This is an optimization exercise on Yosys and OpenROAD, whose aim is small area, a short achievable clock period and few clock cycles, not a production implementation. Only simulation tests tie the RTL to the original design; equivalence was not proved.

**design/flow/run.sh**
```bash
#!/bin/bash
# synth_recipe.tcl (not shown) runs the flow's synth.tcl, then flattens the netlist and writes it again
# the make line also repeats each setting of config.mk as NAME=value (left out here)
make -C /OpenROAD-flow-scripts/flow DESIGN_CONFIG=/design/flow/config.mk WORK_HOME=/design/flow/orfs CLKGATE_MAP_FILE= SYNTH_SCRIPT=/design/flow/synth_recipe.tcl finish
```
**design/flow/config.mk**
```make
export PLATFORM = sky130hd
export DESIGN_NAME = gaTspTop
export DESIGN_NICKNAME = gaTspTop
export VERILOG_FILES = /design/flow/design.v
export SDC_FILE = /design/flow/constraint.sdc
export NUM_CORES = 4
export LEC_CHECK = 0
export CAP_MARGIN = 20
export CORE_MARGIN = 2
export CORE_UTILIZATION = 40
export SLEW_MARGIN = 20
```
**design/flow/constraint.sdc**
```tcl
create_clock -name core_clock -period 10.0 [get_ports {CLK}]
set_input_delay 2.0000 -clock core_clock [delete_from_list [all_inputs] [get_ports {CLK}]]
set_output_delay 2.0000 -clock core_clock [all_outputs]
set_load 0.01 [all_outputs]
```
**design/flow/design.v**
```verilog
`default_nettype none
module gaLfsr (
    input  logic       CLK,
    input  logic       seedLoad,    
    input  logic       pairIssue,   
    input  logic       lastPair,    
    output logic [3:0] qA,          
    output logic       mutA,
    output logic [2:0] posAA,
    output logic [2:0] posBA,
    output logic [3:0] qB,          
    output logic       mutB,
    output logic [2:0] posAB,
    output logic [2:0] posBB
);
    function automatic logic [9:0] step(input logic [9:0] r, input int n);
        logic [9:0] x;
        x = r;
        for (int i = 0; i < n; i++)
            x = {x[0] ^ x[3] ^ x[4] ^ x[5] ^ x[6], x[9:1]};
        step = x;
    endfunction
    logic [9:0] R;
    logic [9:0] Rn;
    logic [9:0] sA;    
    logic [9:0] sB;    
    always_comb
    begin
        Rn = lastPair ? step(R, 40) : step(R, 20);
        sA = Rn;
        sB = lastPair ? step(R, 50) : step(R, 30);
    end
    always_ff @(posedge CLK)
    begin
        if (seedLoad)
            R <= 10'h00A;
        else if (pairIssue)
        begin
            R     <= Rn;
            qA    <= (sA[9:6] < sA[8:5]) ? sA[9:6] : sA[8:5];
            mutA  <= (sA[7:0] < 64);
            posAA <= {sA[0] ^ sA[3] ^ sA[4] ^ sA[5] ^ sA[6], sA[9:8]};
            posBA <= sA[3:1];
            qB    <= (sB[9:6] < sB[8:5]) ? sB[9:6] : sB[8:5];
            mutB  <= (sB[7:0] < 64);
            posAB <= {sB[0] ^ sB[3] ^ sB[4] ^ sB[5] ^ sB[6], sB[9:8]};
            posBB <= sB[3:1];
        end
    end
endmodule
`default_nettype wire
`default_nettype none
module tourEvaluator (
    input  logic        CLK,
    input  logic        coordWrEn,
    input  logic [2:0]  coordWrAddr,
    input  logic [7:0]  coordWrX,
    input  logic [7:0]  coordWrY,
    input  logic [23:0] routeA,
    input  logic [23:0] routeB,
    output logic [11:0] distA,
    output logic [11:0] distB
);
    logic [7:0] coordX [8];
    logic [7:0] coordY [8];
    always_ff @(posedge CLK)
    begin
        if (coordWrEn)
        begin
            coordX[coordWrAddr] <= coordWrX;
            coordY[coordWrAddr] <= coordWrY;
        end
    end
    function automatic logic [7:0] absDiff(input logic [7:0] a, input logic [7:0] b);
        absDiff = (a > b) ? a - b : b - a;
    endfunction
    logic [8:0] edgeA [8];
    logic [8:0] edgeB [8];
    always_ff @(posedge CLK)
    begin
        for (int i = 0; i < 8; i++)
        begin
            edgeA[i] <= {1'b0, absDiff(coordX[routeA[3*i +: 3]], coordX[routeA[3*((i+1)%8) +: 3]])}
                      + {1'b0, absDiff(coordY[routeA[3*i +: 3]], coordY[routeA[3*((i+1)%8) +: 3]])};
            edgeB[i] <= {1'b0, absDiff(coordX[routeB[3*i +: 3]], coordX[routeB[3*((i+1)%8) +: 3]])}
                      + {1'b0, absDiff(coordY[routeB[3*i +: 3]], coordY[routeB[3*((i+1)%8) +: 3]])};
        end
    end
    always_ff @(posedge CLK)
    begin
        distA <= ({3'd0, edgeA[0]} + {3'd0, edgeA[1]}) + ({3'd0, edgeA[2]} + {3'd0, edgeA[3]})
               + ({3'd0, edgeA[4]} + {3'd0, edgeA[5]}) + ({3'd0, edgeA[6]} + {3'd0, edgeA[7]});
        distB <= ({3'd0, edgeB[0]} + {3'd0, edgeB[1]}) + ({3'd0, edgeB[2]} + {3'd0, edgeB[3]})
               + ({3'd0, edgeB[4]} + {3'd0, edgeB[5]}) + ({3'd0, edgeB[6]} + {3'd0, edgeB[7]});
    end
endmodule
`default_nettype wire
`default_nettype none
module popStore (
    input  logic         CLK,
    input  logic         snap,
    input  logic [383:0] snapRoutes,   
    input  logic [3:0]   rdRankA,
    output logic [23:0]  rdRouteA,
    input  logic [3:0]   rdRankB,
    output logic [23:0]  rdRouteB,
    output logic [23:0]  bestRoute     
);
    logic [23:0] par [16];
    always_ff @(posedge CLK)
    begin
        if (snap)
            for (int r = 0; r < 16; r++)
                par[r] <= snapRoutes[24*r +: 24];
    end
    assign rdRouteA  = par[rdRankA];
    assign rdRouteB  = par[rdRankB];
    assign bestRoute = par[0];
endmodule
`default_nettype wire
`default_nettype none
module fitnessRanker (
    input  logic         CLK,
    input  logic         RESET,
    input  logic         clearAll,     
    input  logic         keepElites,   
    input  logic         ins,
    input  logic [11:0]  distA,
    input  logic [23:0]  routeA,
    input  logic [11:0]  distB,
    input  logic [23:0]  routeB,
    output logic [383:0] nextRoutes,   
    output logic [11:0]  nextBest
);
    logic [11:0] sd [16];
    logic [23:0] sr [16];
    logic [16-1:0] sv;
    logic [11:0] nd [16];
    logic [23:0] nr [16];
    logic [16-1:0] gA;     
    logic [16-1:0] gB;
    logic [16-1:0] one;    
    logic [16-1:0] two;    
    logic        bFirst;
    logic [11:0] d1, d2;
    logic [23:0] r1, r2;
    always_comb
    begin
        for (int i = 0; i < 16; i++)
        begin
            gA[i] = !sv[i] || (sd[i] > distA);
            gB[i] = !sv[i] || (sd[i] > distB);
        end
        one = gA | gB;
        two = gA & gB;
        bFirst = distB < distA;
        d1 = bFirst ? distB  : distA;
        r1 = bFirst ? routeB : routeA;
        d2 = bFirst ? distA  : distB;
        r2 = bFirst ? routeA : routeB;
        for (int p = 0; p < 16; p++)
        begin
            if (!ins)
            begin
                nd[p] = sd[p];
                nr[p] = sr[p];
            end
            else if (p >= 2 && two[(p >= 2) ? p-2 : 0])
            begin
                nd[p] = sd[(p >= 2) ? p-2 : 0];
                nr[p] = sr[(p >= 2) ? p-2 : 0];
            end
            else if (p >= 1 && two[(p >= 1) ? p-1 : 0])
            begin
                nd[p] = d2;
                nr[p] = r2;
            end
            else if (p >= 1 && one[(p >= 1) ? p-1 : 0])
            begin
                nd[p] = sd[(p >= 1) ? p-1 : 0];
                nr[p] = sr[(p >= 1) ? p-1 : 0];
            end
            else if (one[p])
            begin
                nd[p] = d1;
                nr[p] = r1;
            end
            else
            begin
                nd[p] = sd[p];
                nr[p] = sr[p];
            end
        end
        for (int p = 0; p < 16; p++)
            nextRoutes[24*p +: 24] = nr[p];
        nextBest = nd[0];
    end
    always_ff @(posedge CLK)
    begin
        for (int p = 0; p < 16; p++)
        begin
            sd[p] <= nd[p];
            sr[p] <= nr[p];
        end
    end
    always_ff @(posedge CLK)
    begin
        if (RESET || clearAll)
            sv <= '0;
        else if (keepElites)
            sv <= 16'h0003;
        else if (ins)
            sv <= {sv[16-3:0], 2'b11};
    end
endmodule
`default_nettype wire
`default_nettype none
module offspringBuilder (
    input  logic [23:0] parent,
    input  logic        mutate,
    input  logic [2:0]  posA,
    input  logic [2:0]  posB,
    output logic [23:0] child
);
    logic [2:0] src;
    always_comb
    begin
        for (int i = 0; i < 8; i++)
        begin
            if (mutate && posA == i[2:0])
                src = posB;
            else if (mutate && posB == i[2:0])
                src = posA;
            else
                src = i[2:0];
            child[3*i +: 3] = parent[3*src +: 3];
        end
    end
endmodule
`default_nettype wire
`default_nettype none
module gaController (
    input  logic       CLK,
    input  logic       RESET,
    input  logic       start,
    input  logic [7:0] numGenerations,
    input  logic       evt0,         
    input  logic       evtE,         
    input  logic [11:0] dist0,       
    input  logic [11:0] rankBest,    
    output logic       runStart,     
    output logic       finalEvt,     
    output logic       issuing,
    output logic [2:0] pairIdx,
    output logic       first,        
    output logic       genDone,
    output logic       busy,
    output logic       done,
    output logic [11:0] bestDistance
);
    logic [7:0] genCnt;     
    logic [7:0] genLimit;
    logic       finish;
    assign runStart = start && !busy;
    assign finalEvt = (evt0 || evtE) && (genCnt + 8'd1 == genLimit);
    always_ff @(posedge CLK)
    begin
        if (RESET)
        begin
            busy         <= 1'b0;
            done         <= 1'b0;
            genDone      <= 1'b0;
            issuing      <= 1'b0;
            finish       <= 1'b0;
            first        <= 1'b0;
            bestDistance <= '0;
        end
        else
        begin
            genDone <= 1'b0;
            if (runStart)
            begin
                busy     <= 1'b1;
                done     <= 1'b0;
                genCnt   <= '0;
                genLimit <= numGenerations;
                first    <= 1'b1;
                issuing  <= 1'b1;
                pairIdx  <= '0;
            end
            else if (finish)
            begin
                busy   <= 1'b0;
                done   <= 1'b1;
                finish <= 1'b0;
            end
            else if (busy)
            begin
                if (issuing)
                begin
                    if (pairIdx == 3'd7)
                        issuing <= 1'b0;
                    pairIdx <= pairIdx + 3'd1;
                end
                if (evt0 || evtE)
                begin
                    genDone      <= 1'b1;
                    genCnt       <= genCnt + 8'd1;
                    bestDistance <= evtE ? rankBest : dist0;
                end
                if (evtE)
                    first <= 1'b0;
                if (finalEvt)
                begin
                    finish  <= 1'b1;
                    issuing <= 1'b0;
                end
                else if (evtE)
                begin
                    issuing <= 1'b1;
                    pairIdx <= 3'd1;
                end
            end
        end
    end
endmodule
`default_nettype wire
`default_nettype none
module gaTspTop (
    input  logic      CLK,
    input  logic      RESET,
    input  logic      coordWrEn,
    input  logic [2:0]  coordWrAddr,
    input  logic [7:0]  coordWrX,
    input  logic [7:0]  coordWrY,
    input  logic        start,
    input  logic [7:0]  numGenerations,
    input  logic [2:0]  bestRdPos,
    output logic        busy,
    output logic        genDone,
    output logic [11:0] bestDistance,
    output logic        done,
    output logic [2:0]  bestRdCity
);
    logic        runStart;
    logic        finalEvt;
    logic        issuing;
    logic [2:0]  pairIdx;
    logic        first;
    logic        evt0;
    logic        evtE;
    logic [3:0]  qA, qB;
    logic        mutA, mutB;
    logic [2:0]  posAA, posBA, posAB, posBB;
    logic [23:0] parA, parB, bestRoute;
    logic [23:0] childA, childB;
    logic [383:0] nextRoutes;
    logic [11:0] nextBest;
    logic [23:0] rA_a, rA_b, rE_a, rE_b, rD_a, rD_b;
    logic        vA, vE, vD;
    logic        lastA, lastE, lastD;
    logic        p0A, p0E, p0D;
    logic [11:0] dA, dB;
    gaController controller (
        .CLK            (CLK),
        .RESET          (RESET),
        .start          (start),
        .numGenerations (numGenerations),
        .evt0           (evt0),
        .evtE           (evtE),
        .dist0          (dA),
        .rankBest       (nextBest),
        .runStart       (runStart),
        .finalEvt       (finalEvt),
        .issuing        (issuing),
        .pairIdx        (pairIdx),
        .first          (first),
        .genDone        (genDone),
        .busy           (busy),
        .done           (done),
        .bestDistance   (bestDistance)
    );
    gaLfsr lfsr (
        .CLK       (CLK),
        .seedLoad  (runStart),
        .pairIssue (issuing),
        .lastPair  (pairIdx == 3'd7),
        .qA        (qA),
        .mutA      (mutA),
        .posAA     (posAA),
        .posBA     (posBA),
        .qB        (qB),
        .mutB      (mutB),
        .posAB     (posAB),
        .posBB     (posBB)
    );
    popStore store (
        .CLK        (CLK),
        .snap       (evtE),
        .snapRoutes (nextRoutes),
        .rdRankA    (qA),
        .rdRouteA   (parA),
        .rdRankB    (qB),
        .rdRouteB   (parB),
        .bestRoute  (bestRoute)
    );
    offspringBuilder buildA (
        .parent (first ? 24'o76543210 : parA),
        .mutate (mutA && pairIdx != 3'd0),
        .posA   (posAA),
        .posB   (posBA),
        .child  (childA)
    );
    offspringBuilder buildB (
        .parent (first ? 24'o76543210 : parB),
        .mutate (mutB && pairIdx != 3'd0),
        .posA   (posAB),
        .posB   (posBB),
        .child  (childB)
    );
    always_ff @(posedge CLK)
    begin
        rA_a <= childA;
        rA_b <= childB;
        rE_a <= rA_a;
        rE_b <= rA_b;
        rD_a <= rE_a;
        rD_b <= rE_b;
        lastA <= (pairIdx == 3'd7);
        lastE <= lastA;
        lastD <= lastE;
        p0A   <= (pairIdx == 3'd0);
        p0E   <= p0A;
        p0D   <= p0E;
    end
    always_ff @(posedge CLK)
    begin
        if (RESET || finalEvt)
        begin
            vA <= 1'b0;
            vE <= 1'b0;
            vD <= 1'b0;
        end
        else
        begin
            vA <= issuing;
            vE <= vA;
            vD <= vE;
        end
    end
    assign evt0 = vD && p0D;
    assign evtE = vD && lastD;
    tourEvaluator evaluator (
        .CLK         (CLK),
        .coordWrEn   (coordWrEn),
        .coordWrAddr (coordWrAddr),
        .coordWrX    (coordWrX),
        .coordWrY    (coordWrY),
        .routeA      (rA_a),
        .routeB      (rA_b),
        .distA       (dA),
        .distB       (dB)
    );
    fitnessRanker ranker (
        .CLK        (CLK),
        .RESET      (RESET),
        .clearAll   (runStart),
        .keepElites (evtE),
        .ins        (vD),
        .distA      (dA),
        .routeA     (rD_a),
        .distB      (dB),
        .routeB     (rD_b),
        .nextRoutes (nextRoutes),
        .nextBest   (nextBest)
    );
    always_ff @(posedge CLK)
        bestRdCity <= first ? bestRdPos : bestRoute[3*bestRdPos +: 3];
endmodule
`default_nettype wire
```
==> run_results.csv <==
group,metric,value,unit
route,firstDrtPassIters,13,
logic_synthesis,synthDistinctLibCells,76,
cts,cts_hold_buffers,0,
timing,finalHoldViolCount,0,
die,rows,203,
worst_setup_path,startpoint,"rA_a[22]",
logic_synthesis,synth_top_area_cell,"edfxtp_1",
timing,slew_headroom,0.103,
logic_synthesis,synth_top_flop_cell,"dfxtp_1",
die,die_area,310000,um2
timing,final.setup_skew,0.100,ns
cts,cts_htree_levels,4,
logic_synthesis,yosys.cell_count.top_type,"ha_1",
timing,setup_viol,0,
worst_hold_path,hold_start,"rE_a[10]",
timing,fin_crit,6.73,ns
die,io_pins,52,
global_routing,grt_pass1_vias,102000,
logic_synthesis,synth_edf_count,733,
logic_synthesis,synthTopCellsByArea,"edfxtp_1 (18%), dfxtp_1 (12%), ha_1 (11%)",
route,wl_per_cell,31.1,um
timing,max_freq,149,MHz
timing,worst_pin_slew,1.34,ns
cts,clock_latency,0.91,ns
timing,rsz0062_at_grt,"false",
finish,final_nets,13700,
finish,drive_gt1_frac,0.118,
timing,drv_slew,0,
global_routing,grt-ovfl-total,0,
logic_synthesis,synth-async-reset-ratio,0,
worst_hold_path,hold_path.class,"flip-flop to flip-flop",
cts,cts_root_buf,"clkbuf_16",
route,drtIter0Drc,18100,
die,fp.dieH,557,um
flow_run,max-cap-violations,0,
logic_synthesis,synth_top_area_share,0.180,
worst_setup_path,r2r_slack,3.27,ns
place,dp_hpwl,351,mm
worst_setup_path,reg2reg_to,"evaluator.edgeA[7][8]",
route,num_vias,112000,
finish,fill_cells,29200,
timing,fin_setup_tns,0,ns
die,core_area,305000,um2
cts,clkTransAtPathRegs,0.07,ns
logic_synthesis,synth_cells,12900,
cts,cts_tree,"done",
worst_hold_path,min_delay_path_depth,0,
worst_setup_path,r2r-start,"rA_a[22]",
finish,seqCellArea,37200,um2
logic_synthesis,yosys_register_bits,1489,
worst_setup_path,endpoint_kind,"flip-flop",
logic_synthesis,synthesis.nets,14200,
place,gp_congestion,0.986,
finish,multi_input_area,79900,um2
die,initial_utilization,0.401,
route,drc,0,
logic_synthesis,yosysWarnings,14,
worst_setup_path,cp_max_fo,33,
route,wirelength,523,mm
logic_synthesis,synthTopCellsByCount,"ha_1 (1110), a21oi_1 (1107), nand2_1 (1001), clkbuf_1 (921), nor2_1 (906)",
worst_hold_path,hold-path-endpoint,"rD_a[10]",
logic_synthesis,syn_area_per_cell,9.47,um2
finish,syn2layout_area_growth,9.58,%
logic_synthesis,synth_seq_area_share,0.304,
timing,fin_crit_sh,0.673,
cts,cts_sinks,1489,
cts,cts_resized,0,
route,ant_nets,0,
die,die_x,557,um
status,status,"no timing/DRC/antenna violations",
global_routing,antenna_found_initial,38,
logic_synthesis,syn_area,122000,um2
worst_setup_path,cp-start-kind,"flip-flop",
route,viasPerCell,6.67,
cts,cts_buffers,179,
place,io_buffers,51,
cts,max-clock-path-buffers,4,
worst_setup_path,reg2reg_depth,23,
global_routing,grtUsageTotal,0.325,
worst_setup_path,cp.required,10.71,ns
global_routing,grt_max_degree,161,
cts,post_cts_buffers,0,
worst_setup_path,criticalPathCategory,"flip-flop to flip-flop",
worst_setup_path,critPathArrivalTime,7.44,ns
global_routing,grt_pass1_wl,741,mm
## how the worst max path moves through the flow
stage,endpoint,slack (ns),cells past startpoint
2_1_floorplan,evaluator.edgeA[7][8],3.97,25
3_3_place_gp,evaluator.edgeA[7][8],3.27,26
3_5_place_dp,evaluator.edgeA[7][8],3.18,26
4_1_cts,evaluator.edgeA[7][8],3.08,26
5_1_grt,evaluator.edgeA[7][8],2.89,24
6_report,evaluator.edgeA[7][8],3.27,23
## layout by cell type, fill, tap and decap left out, types with 44 or more instances in the layout
master | Yosys | layout
a21oi_1 | 1107 | 1099
xor2_1 | 178 | 178
nand4_1 | 204 | 204
o21ai_0 | 716 | 713
inv_1 | 652 | 651
a22oi_1 | 284 | 284
and3_1 | 91 | 90
o221ai_1 | 254 | 248
nor2_1 | 906 | 871
nand2b_1 | 128 | 127
o21bai_1 | 102 | 102
mux4_2 | 550 | 550
mux2i_1 | 512 | 506
diode_2 | 0 | 103
clkbuf_16 | 0 | 192
dfxtp_1 | 756 | 734
nor3_1 | 140 | 126
ha_1 | 1110 | 1109
mux2_2 | 91 | 91
nand3_1 | 58 | 58
a221o_1 | 132 | 132
nor2b_1 | 219 | 218
buf_4 | 2 | 338
a211oi_1 | 334 | 334
clkdlybuf4s50_1 | 0 | 51
nand2_1 | 1001 | 980
a221oi_1 | 134 | 134
o211ai_1 | 44 | 44
edfxtp_1 | 733 | 733
a31oi_1 | 152 | 150
xnor2_1 | 321 | 319
o22ai_1 | 106 | 106
fa_1 | 128 | 128
a21o_1 | 310 | 310
## through the flow
step | hold WS (ns) | cells | utilization | instance area [um2] | worst slack (ns)
floorplan | 0.310 | 12900 | - | 122000 | 3.97
global placement | 0.310 | 16400 | 0.419 | 128000 | 3.27
detailed placement | 0.312 | 16400 | 0.419 | 128000 | 3.18
CTS | 0.294 | 16700 | 0.439 | 134000 | 3.08
global route | 0.330 | 16800 | 0.439 | 134000 | 2.89
finish | 0.315 | 16800 | 0.440 | 134000 | 3.27
## final cells by class
cell class                 instances  area share
clock inverter                    80     0.00631
antenna                          103     0.00192
tap                             4100      0.0383
multi-input combinational       9734       0.596
clock buffer                     249      0.0390
sequential                      1489       0.277
timing repair buffer             391      0.0230
inverter                         657      0.0186
## flip-flops by register name, summed over array words and instances (netlist names), 10 cells and up
signal,cells
rE_a,24
rA_a,24
rE_b,24
rD_a,24
ranker.sr,384
ranker.sd,192
evaluator.edgeB,72
evaluator.distB,12
evaluator.coordX,64
evaluator.coordY,64
rA_b,24
store.par,384
evaluator.edgeA,72
rD_b,24
controller.bestDistance,12
lfsr.R,10
evaluator.distA,12
## metal layers
metal / part of all wire / GRT usage
met5: 0.00029 / 0.00262
met4: 0.074 / 0.199
met3: 0.14 / 0.101
met2: 0.40 / 0.457
met1: 0.38 / 0.433
## logic make-up (layout without fill, tap and decap cells)
kind of cell,after synthesis,after routing,synth area share
other,0,103,0
buffers and inverters,1702,1377,0.0524
and+or+nand+nor,2816,2816,0.103
muxes,1153,1153,0.151
adders and majority gates,1238,1238,0.134
AOI/OAI and AO/OA,4006,4006,0.215
DFF,1489,1489,0.304
xor gates and xnor gates,521,521,0.0395
## critical path, stage by stage, from the launching register on
cell and delay, ns:
dfxtp_2 0.92, mux4_2 0.41, mux2i_1 0.60, inv_1 0.29, fa_1 0.47, a21o_1 0.18
a21o_1 0.19, a21o_1 0.17, a21o_1 0.18, a21o_1 0.18, a21oi_1 0.21, nor2_1 0.16
mux2i_1 0.15, a221o_1 0.31, a221o_1 0.36, a221o_1 0.32, a221oi_1 0.32, xnor2_1 0.25
ha_1 0.32, inv_1 0.08, nor2_1 0.05, o21ai_0 0.17, nand2b_1 0.08, a21o_1 0.17
Testbench counts, summed over its fixed seeds: cycles 14,542.

re-timing with driven ports:
The flow's constraints put no driver on any port. The routed layout listed below was extracted and timed again, unchanged, in two steps. Step 1 assumes that a clkbuf_16 drives the clock port and a buf_2 every other input. Step 2, shift: input delay + t, output delay - t, t = (earliest + latest rising clock arrival at the registers) / 2. This alone moves slack from input paths to output paths. a / b / c = ideal / step 1 / step 2; a / b = the first two.
shift t [ns]: 0.972
setup slack, ns: 3.269 / 3.269 / 3.269
latest minus earliest clock arrival (ns): 0.133 / 0.133
slew at the worst register clock pin (ns): 0.08 / 0.08
worst slew at a driven data input, ns: 0.08
After both steps this run still meets setup and hold. The setup slack of this run moves by 0.000 ns with the drivers and by 0.000 ns with both steps.
